This is an optimization exercise on Yosys and OpenROAD, whose aim is small area, a short achievable clock period and few clock cycles per item, not a production implementation. The RTL was checked by simulation tests, not by an equivalence proof against the original design. The clock port is modelled as an ideal driver; clocking choices that lean on that would not hold on a real chip. Power figures rest on the tool's default switching activity, not on a simulated workload.

==> flow/design.v <==
`default_nettype none
package nsab_pkg;
  localparam int unsigned ADDR_VAL_W      = 16;
  localparam int unsigned SYM_NUM_W       = 6;
  localparam int unsigned ENTRY_W         = ADDR_VAL_W + SYM_NUM_W;
  localparam int unsigned TABLE_DEPTH_DEF = 64;
  localparam int unsigned IN_DATA_W  = 32;
  localparam int unsigned IN_USER_W  = 2;
  localparam int unsigned OUT_DATA_W = 24;
  localparam logic [1:0] OP_INSERT = 2'd0;
  localparam logic [1:0] OP_LOOKUP = 2'd1;
  localparam logic [1:0] OP_CLEAR  = 2'd2;
  localparam logic [1:0] OP_NOP    = 2'd3;
  localparam int unsigned MAX_INFLIGHT = 4;
endpackage
`default_nettype wire
`default_nettype none
module nsab_ram #(
  parameter int unsigned DEPTH = 64
) (
  input  wire logic                              clk,
  input  wire logic                              rst,
  input  wire logic                              ins,       
  input  wire logic                              clr,       
  input  wire logic [nsab_pkg::ADDR_VAL_W-1:0]   x,         
  output logic                                   full,
  output logic [DEPTH-1:0]                       hit,
  output logic                                   found,
  input  wire logic [DEPTH-1:0]                  rd_sel,
  output logic [nsab_pkg::ENTRY_W-1:0]           rd_data
);
  localparam int unsigned VAL_W = nsab_pkg::ADDR_VAL_W;
  localparam int unsigned NUM_W = nsab_pkg::SYM_NUM_W;
  localparam int unsigned ENT_W = nsab_pkg::ENTRY_W;
  logic [VAL_W-1:0] val [DEPTH];
  logic [NUM_W-1:0] num [DEPTH];
  logic [DEPTH-1:0] valid;
  logic [NUM_W:0]   count;
  logic [DEPTH:0]   gt;
  assign full = count[NUM_W];
  function automatic logic gt16(input logic [VAL_W-1:0] a, input logic [VAL_W-1:0] b);
    logic [VAL_W-1:0] g, l;
    g = a & ~b;
    l = ~a & b;
    for (int w = 1; w < VAL_W; w = w * 2) begin
      for (int k = 0; k + w < VAL_W; k = k + 2 * w) begin
        g[k] = g[k+w] | (~l[k+w] & g[k]);
        l[k] = l[k+w] | (~g[k+w] & l[k]);
      end
    end
    gt16 = g[0];
  endfunction
  always_comb begin
    for (int i = 0; i < DEPTH; i++) begin
      gt[i] = ~valid[i] | (val[i] > x);
    end
    gt[DEPTH] = 1'b1;
    for (int i = 0; i < DEPTH; i++) begin
      hit[i] = ~gt[i] & gt[i+1];
    end
  end
  assign found = ~gt[0];
  always_ff @(posedge clk) begin
    for (int i = 0; i < DEPTH; i++) begin
      if (ins && gt[i]) begin
        if (i > 0 && gt[(i > 0) ? i-1 : 0]) begin
          val[i] <= val[(i > 0) ? i-1 : 0];
          num[i] <= num[(i > 0) ? i-1 : 0];
        end else begin
          val[i] <= x;
          num[i] <= count[NUM_W-1:0];
        end
      end
    end
  end
  always_ff @(posedge clk) begin
    if (rst || clr) begin
      count <= '0;
      valid <= '0;
    end else if (ins) begin
      count <= count + (NUM_W+1)'(1);
      valid <= {valid[DEPTH-2:0], 1'b1};
    end
  end
  always_comb begin
    rd_data = '0;
    for (int i = 0; i < DEPTH; i++) begin
      rd_data = rd_data | ({ENT_W{rd_sel[i]}} & {val[i], num[i]});
    end
  end
endmodule
`default_nettype wire
`default_nettype none
module nsab_ctrl (
  input  wire logic                              clk,
  input  wire logic                              rst,
  input  wire logic                              s_tvalid,
  output logic                                   s_tready,
  input  wire logic [nsab_pkg::IN_DATA_W-1:0]    s_tdata,
  input  wire logic [nsab_pkg::IN_USER_W-1:0]    s_tuser,
  input  wire logic                              out_fire,
  output logic                                   a_v,
  output logic                                   a_ins,
  output logic                                   a_lk,
  output logic                                   a_clr,
  output logic [nsab_pkg::ADDR_VAL_W-1:0]        a_x
);
  localparam int unsigned VAL_W = nsab_pkg::ADDR_VAL_W;
  logic [2:0] inflight;
  logic       in_fire;
  assign in_fire  = s_tvalid & s_tready;
  assign s_tready = ~inflight[2];
  always_ff @(posedge clk) begin
    if (rst) begin
      inflight <= '0;
    end else begin
      inflight <= inflight + 3'(in_fire) - 3'(out_fire);
    end
  end
  always_ff @(posedge clk) begin
    if (rst) begin
      a_v <= 1'b0;
    end else begin
      a_v <= in_fire;
    end
  end
  always_ff @(posedge clk) begin
    a_ins <= (s_tuser == nsab_pkg::OP_INSERT);
    a_lk  <= (s_tuser == nsab_pkg::OP_LOOKUP);
    a_clr <= (s_tuser == nsab_pkg::OP_CLEAR);
    a_x   <= (s_tuser == nsab_pkg::OP_INSERT) ? s_tdata[VAL_W-1:0] : s_tdata[2*VAL_W-1:VAL_W];
  end
endmodule
`default_nettype wire
`default_nettype none
module nsab_dp #(
  parameter int unsigned TABLE_DEPTH = nsab_pkg::TABLE_DEPTH_DEF
) (
  input  wire logic                              clk,
  input  wire logic                              rst,
  input  wire logic                              a_v,
  input  wire logic                              a_ins,
  input  wire logic                              a_lk,
  input  wire logic                              a_clr,
  input  wire logic [nsab_pkg::ADDR_VAL_W-1:0]   a_x,
  output logic                                   m_tvalid,
  input  wire logic                              m_tready,
  output logic      [nsab_pkg::OUT_DATA_W-1:0]   m_tdata,
  output logic                                   out_fire
);
  localparam int unsigned OUT_W = nsab_pkg::OUT_DATA_W;
  localparam int unsigned ENT_W = nsab_pkg::ENTRY_W;
  localparam int unsigned QD    = nsab_pkg::MAX_INFLIGHT - 1;
  logic                   full;
  logic [TABLE_DEPTH-1:0] hit;
  logic                   found;
  logic [ENT_W-1:0]       rd_data;
  logic                   b_v;
  logic                   b_full;
  logic                   b_found;
  logic [TABLE_DEPTH-1:0] b_sel;
  nsab_ram #(
    .DEPTH (TABLE_DEPTH)
  ) u_table (
    .clk     (clk),
    .rst     (rst),
    .ins     (a_v & a_ins & ~full),
    .clr     (a_v & a_clr),
    .x       (a_x),
    .full    (full),
    .hit     (hit),
    .found   (found),
    .rd_sel  (b_sel),
    .rd_data (rd_data)
  );
  always_ff @(posedge clk) begin
    if (rst) begin
      b_v <= 1'b0;
    end else begin
      b_v <= a_v;
    end
  end
  always_ff @(posedge clk) begin
    b_full  <= a_ins & full;
    b_found <= a_lk & found;
    b_sel   <= {TABLE_DEPTH{a_lk}} & hit;
  end
  logic [OUT_W-1:0] res;
  assign res = {b_full, rd_data, b_found};
  logic [OUT_W-1:0] q [QD];
  logic [1:0]       q_rd;
  logic [1:0]       q_wr;
  logic [1:0]       q_n;
  logic             head_free;
  logic             q_pop;
  logic             q_push;
  assign out_fire  = m_tvalid & m_tready;
  assign head_free = ~m_tvalid | m_tready;
  assign q_pop     = head_free & (q_n != '0);
  assign q_push    = b_v & ~(head_free & (q_n == '0));
  always_ff @(posedge clk) begin
    if (rst) begin
      m_tvalid <= 1'b0;
    end else if (head_free) begin
      m_tvalid <= (q_n != '0) | b_v;
    end
  end
  always_ff @(posedge clk) begin
    if (head_free) begin
      m_tdata <= (q_n != '0) ? q[q_rd] : res;
    end
  end
  always_ff @(posedge clk) begin
    if (rst) begin
      q_rd <= '0;
      q_wr <= '0;
      q_n  <= '0;
    end else begin
      if (q_pop) begin
        q_rd <= (q_rd == 2'(QD - 1)) ? '0 : q_rd + 2'd1;
      end
      if (q_push) begin
        q_wr <= (q_wr == 2'(QD - 1)) ? '0 : q_wr + 2'd1;
      end
      q_n <= q_n + 2'(q_push) - 2'(q_pop);
    end
  end
  always_ff @(posedge clk) begin
    if (q_push) begin
      q[q_wr] <= res;
    end
  end
endmodule
`default_nettype wire
`default_nettype none
module nearest_symbol_at_or_below #(
  parameter int unsigned TABLE_DEPTH = nsab_pkg::TABLE_DEPTH_DEF
) (
  input  wire logic                            clk,
  input  wire logic                            rst,
  input  wire logic                            s_tvalid,
  output logic                                 s_tready,
  input  wire logic [nsab_pkg::IN_DATA_W-1:0]  s_tdata,
  input  wire logic [nsab_pkg::IN_USER_W-1:0]  s_tuser,
  output logic                                 m_tvalid,
  input  wire logic                            m_tready,
  output logic      [nsab_pkg::OUT_DATA_W-1:0] m_tdata
);
  logic                               a_v;
  logic                               a_ins;
  logic                               a_lk;
  logic                               a_clr;
  logic [nsab_pkg::ADDR_VAL_W-1:0]    a_x;
  logic                               out_fire;
  nsab_ctrl u_ctrl (
    .clk      (clk),
    .rst      (rst),
    .s_tvalid (s_tvalid),
    .s_tready (s_tready),
    .s_tdata  (s_tdata),
    .s_tuser  (s_tuser),
    .out_fire (out_fire),
    .a_v      (a_v),
    .a_ins    (a_ins),
    .a_lk     (a_lk),
    .a_clr    (a_clr),
    .a_x      (a_x)
  );
  nsab_dp #(
    .TABLE_DEPTH (TABLE_DEPTH)
  ) u_dp (
    .clk      (clk),
    .rst      (rst),
    .a_v      (a_v),
    .a_ins    (a_ins),
    .a_lk     (a_lk),
    .a_clr    (a_clr),
    .a_x      (a_x),
    .m_tvalid (m_tvalid),
    .m_tready (m_tready),
    .m_tdata  (m_tdata),
    .out_fire (out_fire)
  );
endmodule
`default_nettype wire
export LEC_CHECK = 0
export CAP_MARGIN = 20
export CORE_MARGIN = 2
export CORE_UTILIZATION = 42
export SLEW_MARGIN = 20
export TNS_END_PERCENT = 10
create_clock -name core_clock -period 10.0 [get_ports {clk}]
standard.sh (not shown) runs the stock make flow with config.mk's settings and CLKGATE_MAP_FILE= SYNTH_SCRIPT=/design/flow/synth_recipe.tcl, a recipe that flattens the netlist after the stock synthesis.
==> flow/flow/run.sh <==
#!/bin/bash
set -euo pipefail
bash standard.sh \
  SETUP_SLACK_MARGIN=6.8 \
  REMOVE_ABC_BUFFERS=1 \
  "CTS_ARGS=-sink_clustering_enable -repair_clock_nets -dont_use_dummy_load" \
  finish > make_finish.log 2>&1
The first run went through all stages and came out clean.
Testbench counts at the start, summed over its fixed seeds: cycles 7,224, items 7,200.
Next try:
==> flow/flow/run.sh (replaced) <==
#!/bin/bash
set -euo pipefail
rc="$PWD/flow/rc_pessimism.tcl"
bash standard.sh \
  SETUP_SLACK_MARGIN=6.5 \
  REMOVE_ABC_BUFFERS=1 \
  "CTS_ARGS=-sink_clustering_enable -repair_clock_nets -dont_use_dummy_load" \
  "PRE_CTS_TCL=$rc" \
  "PRE_GLOBAL_ROUTE_TCL=$rc" \
  finish > make_finish.log 2>&1
==> flow/flow/rc_pessimism.tcl (new file) <==
foreach {layer c r} {
  li1  1.499e-04   7.176e-02
  met1 1.72375E-04 8.929e-04
  met2 1.36233E-04 8.929e-04
  met3 2.14962E-04 1.567e-04
  met4 1.48128E-04 1.567e-04
  met5 1.54087E-04 1.781e-05
} {
  set_layer_rc -layer $layer -capacitance [expr {1.25 * $c}] -resistance [expr {1.25 * $r}]
}
set_wire_rc -signal -layer met1
set_wire_rc -clock -layer met3
Result: The changed run completed without violations; final cell count decreases slightly; non-clock buffer count decreases by 61; die area does not change; final area decreases slightly; clock power increases by a little under a tenth; worst hold slack loses 9.1 ps; clock-buffer cell count increases by 24.
Next try:
==> flow/flow/run.sh (replaced) <==
#!/bin/bash
set -euo pipefail
bash standard.sh \
  SETUP_SLACK_MARGIN=7.1 \
  REMOVE_ABC_BUFFERS=1 \
  "CTS_ARGS=-sink_clustering_enable -repair_clock_nets -dont_use_dummy_load" \
  finish > make_finish.log 2>&1
removed: flow/flow/rc_pessimism.tcl
After rerunning:
- design area climbs by 6.4%
- total power is about the same
- first-iteration DRC count rises by 11%
- maximum frequency rose by 0.46%
- clock-buffer cell count is lower by 24
- routed wire length came out higher by 7.4%
- combinational power grows by 19%
Next try:
==> flow/flow/run.sh (replaced) <==
#!/bin/bash
set -euo pipefail
rc="$PWD/flow/rc_pessimism.tcl"
bash standard.sh \
  SETUP_SLACK_MARGIN=6.7 \
  REMOVE_ABC_BUFFERS=1 \
  "CTS_ARGS=-sink_clustering_enable -repair_clock_nets -dont_use_dummy_load" \
  "PRE_CTS_TCL=$rc" \
  "PRE_GLOBAL_ROUTE_TCL=$rc" \
  finish > make_finish.log 2>&1
==> flow/flow/rc_pessimism.tcl (new file) <==
foreach {layer c r} {
  li1  1.499e-04   7.176e-02
  met1 1.72375E-04 8.929e-04
  met2 1.36233E-04 8.929e-04
  met3 2.14962E-04 1.567e-04
  met4 1.48128E-04 1.567e-04
  met5 1.54087E-04 1.781e-05
} {
  set_layer_rc -layer $layer -capacitance [expr {1.35 * $c}] -resistance [expr {1.25 * $r}]
}
set_wire_rc -signal -layer met1
set_wire_rc -clock -layer met3
After rerunning: Flip-flop and latch count stays the same; die area stays the same; synthesized cell count is unchanged; total power increases by 2.6%; global-route usage goes down by 1.4 points; maximum frequency rises by 1.9%; worst setup slack gains 66 ps; sequential power hardly moves; via count drops by 2.2%; final area goes down by 2.5%; clock power is higher by 10%.

[re-timing with driven ports]
The flow's constraints put no driver on any port. The routed layouts listed below were extracted and timed again, unchanged, in two steps.
Step 1 sets driving cells, clkbuf_16 on the clock port and buf_2 on the other inputs (assumed; they add their load-dependent delay and slew).
Step 2 adds t to the input delays and takes it off the output delays; t is the mean of the earliest and latest rising clock arrival at the registers after step 1. Input paths then give back, and output paths get back, about the clock's delay inside the block.
Slacks: no drivers / after step 1 / after step 2; pairs: no drivers / after step 1.
run | shift t [ns] | setup slack, ns | worst register clock-pin slew, ns | worst data-port slew with drivers (ns)
the first run | 1.014 | 6.218 / 6.218 / 5.531 | 0.07 / 0.07 | 0.10
the second run | 1.006 | 6.403 / 6.298 / 5.573 | 0.06 / 0.06 | 0.10
the third run | 0.987 | 6.419 / 6.419 / 5.596 | 0.07 / 0.07 | 0.11
the fourth run | 1.016 | 6.485 / 6.378 / 5.705 | 0.06 / 0.06 | 0.11
After both steps setup and hold are still met in every run listed. For the second run, which loses most, drivers alone change the setup slack by -0.105 ns; drivers and shift together by -0.830 ns.
